Context: an optimization exercise on an open-source flow, tuned for small area and few clock cycles per item. The choices shown serve that exercise and are no tape-out recipe.
Only simulation tests tie the RTL to the original design; equivalence was not proved.

Setup of main:
// complex_mult_stream
module complex_mult_stream
#(
  parameter int DIN_W  = cmplx_pkg::DIN_W_DEF,
  parameter int DOUT_W = cmplx_pkg::DOUT_W_DEF,
  parameter int SHIFT  = cmplx_pkg::SHIFT_DEF,
  parameter int TAG_W  = cmplx_pkg::TAG_W_DEF
) (
  input  logic                     i_clk,
  input  logic                     i_rst,
  input  logic                     i_valid,
  output logic                     o_ready,
  input  logic signed [DIN_W-1:0]  i_real_h,
  input  logic signed [DIN_W-1:0]  i_imag_h,
  input  logic signed [DIN_W-1:0]  i_real_y,
  input  logic signed [DIN_W-1:0]  i_imag_y,
  input  logic                     i_conj,
  input  logic [TAG_W-1:0]         i_tag,
  output logic                     o_valid,
  input  logic                     i_ready,
  output logic signed [DOUT_W-1:0] o_real,
  output logic signed [DOUT_W-1:0] o_imag,
  output logic [TAG_W-1:0]         o_tag,
  output logic                     o_ovf
);
  logic        en;
  logic [15:0] a, b, c, d, dx, dn;
  logic [16:0] sab, sr, st;
  logic [32:0] re_a, re_b, im_a, im_b, re_x, im_x;
  logic [17:0] q_re, q_im;
  logic        ovf_re, ovf_im;
  assign a = i_real_h;
  assign b = i_imag_h;
  assign c = i_real_y;
  assign d = i_imag_y;
  logic dco1;
  logic dct2;
  logic dcn3;
  logic dco4;
  logic dct5;
  logic dcn6;
  logic dco7;
  logic dct8;
  logic dcn9;
  logic dco10;
  logic dct11;
  logic dcn12;
  logic dco13;
  logic dct14;
  logic dcn15;
  logic dco16;
  logic dct17;
  logic dcn18;
  logic dco19;
  logic dct20;
  logic dcn21;
  logic dco22;
  logic dct23;
  logic dcn24;
  logic ddo25;
  logic ddt26;
  logic ddn27;
  logic ddo28;
  logic ddt29;
  logic ddn30;
  logic ddo31;
  logic ddt32;
  logic ddn33;
  logic ddo34;
  logic ddt35;
  logic ddn36;
  logic ddo37;
  logic ddt38;
  logic ddn39;
  logic ddo40;
  logic ddt41;
  logic ddn42;
  logic ddo43;
  logic ddt44;
  logic ddn45;
  logic ddo46;
  logic ddt47;
  logic ddn48;
  logic rap49;
  logic rap50;
  logic rap51;
  logic rap52;
  logic rap53;
  logic rap54;
  logic rap55;
  logic rap56;
  logic rap57;
  logic rap58;
  logic rap59;
  logic rap60;
  logic rap61;
  logic rap62;
  logic rap63;
  logic rap64;
  logic rap65;
  logic rap66;
  logic rap67;
  logic rap68;
  logic rap69;
  logic rap70;
  logic rap71;
  logic rap72;
  logic rap73;
  logic rap74;
  logic rap75;
  ...
Size: about 2700 cells after synthesis, roughly 45 flip-flops, about 120 I/O pins, ~24000 um^2 of cells after synthesis.
export LEC_CHECK = 0
export ABC_AREA = 1
export CAP_MARGIN = 20
export CORE_MARGIN = 2
export CORE_UTILIZATION = 60
export PLACE_DENSITY = 0.75
export SLEW_MARGIN = 20
export SYNTH_HIERARCHICAL = 1
create_clock -name core_clock -period 7.5 [get_ports {i_clk}]
standard.sh (not shown) runs the stock make flow with config.mk's settings and CLKGATE_MAP_FILE= SYNTH_SCRIPT=/design/flow/synth_recipe.tcl, a recipe that flattens the netlist after the stock synthesis.
==> flow/flow/run.sh <==
#!/bin/bash
# The standard layout (standard.sh), except that the port buffers that
# buffer_ports inserts are buf_2 cells rather than the resizer's default pick.
set -o pipefail
export BUFFER_PORTS_ARGS="-buffer_cell sky130_fd_sc_hd__buf_2"
bash standard.sh > standard.log 2>&1
Testbench counts of main, summed over its fixed seeds: cycles 4,808, items 4,800.
Changes in the feature branch relative to main:
# main
export LEC_CHECK = 0
export ABC_AREA = 1
export CAP_MARGIN = 20
export CORE_MARGIN = 2
export CORE_UTILIZATION = 60
export PLACE_DENSITY = 0.75
export SLEW_MARGIN = 20
export SYNTH_HIERARCHICAL = 1
create_clock -name core_clock -period 7.5 [get_ports {i_clk}]
# the feature branch
export LEC_CHECK = 0
export ABC_AREA = 1
export CAP_MARGIN = 20
export CORE_MARGIN = 2
export CORE_UTILIZATION = 62
export PLACE_DENSITY = 0.78
export SLEW_MARGIN = 20
export SYNTH_HIERARCHICAL = 1
create_clock -name core_clock -period 7.5 [get_ports {i_clk}]
==> flow/flow/run.sh <==
#!/bin/bash
# The standard layout (standard.sh), except that the port buffers that
# buffer_ports inserts are buf_1 cells rather than the resizer's default pick.
set -o pipefail
export BUFFER_PORTS_ARGS="-buffer_cell sky130_fd_sc_hd__buf_1"
bash standard.sh > standard.log 2>&1
## What came out
In the reports for the feature branch and main, the larger violation count after the first detailed-route iteration belongs to main. Diff main -> the feature branch: number of buffers and inverters on the critical path now sits higher.

==> separate check: timing with driven ports <==
How much do the figures lean on ideal ports? The routed layouts below were timed once more, with nothing changed but the port constraints. Step 1, drivers: a clkbuf_16 drives i_clk and a buf_2 each remaining input, both assumed. Step 2 moves the port delays by t, midway between the first and last clock arrival at a register: inputs arrive t later, outputs are due t later. That takes back most of the time a late clock gives input paths. a / b / c = ideal / step 1 / step 2; a / b = the first two.
| run | t (ns) | setup slack, ns | worst slew at a driven data input, ns |
|---|---|---|---|
| main | 0.381 | 0.284 / 0.281 / -0.100 | 0.19 |
| the feature branch | 0.369 | 0.148 / 0.174 / -0.196 | 0.13 |
With both steps, setup timing fails in main and the feature branch, where it was met with ideal ports. The setup slack of main, which loses most, moves by -0.003 ns with the drivers and by -0.384 ns with both steps.
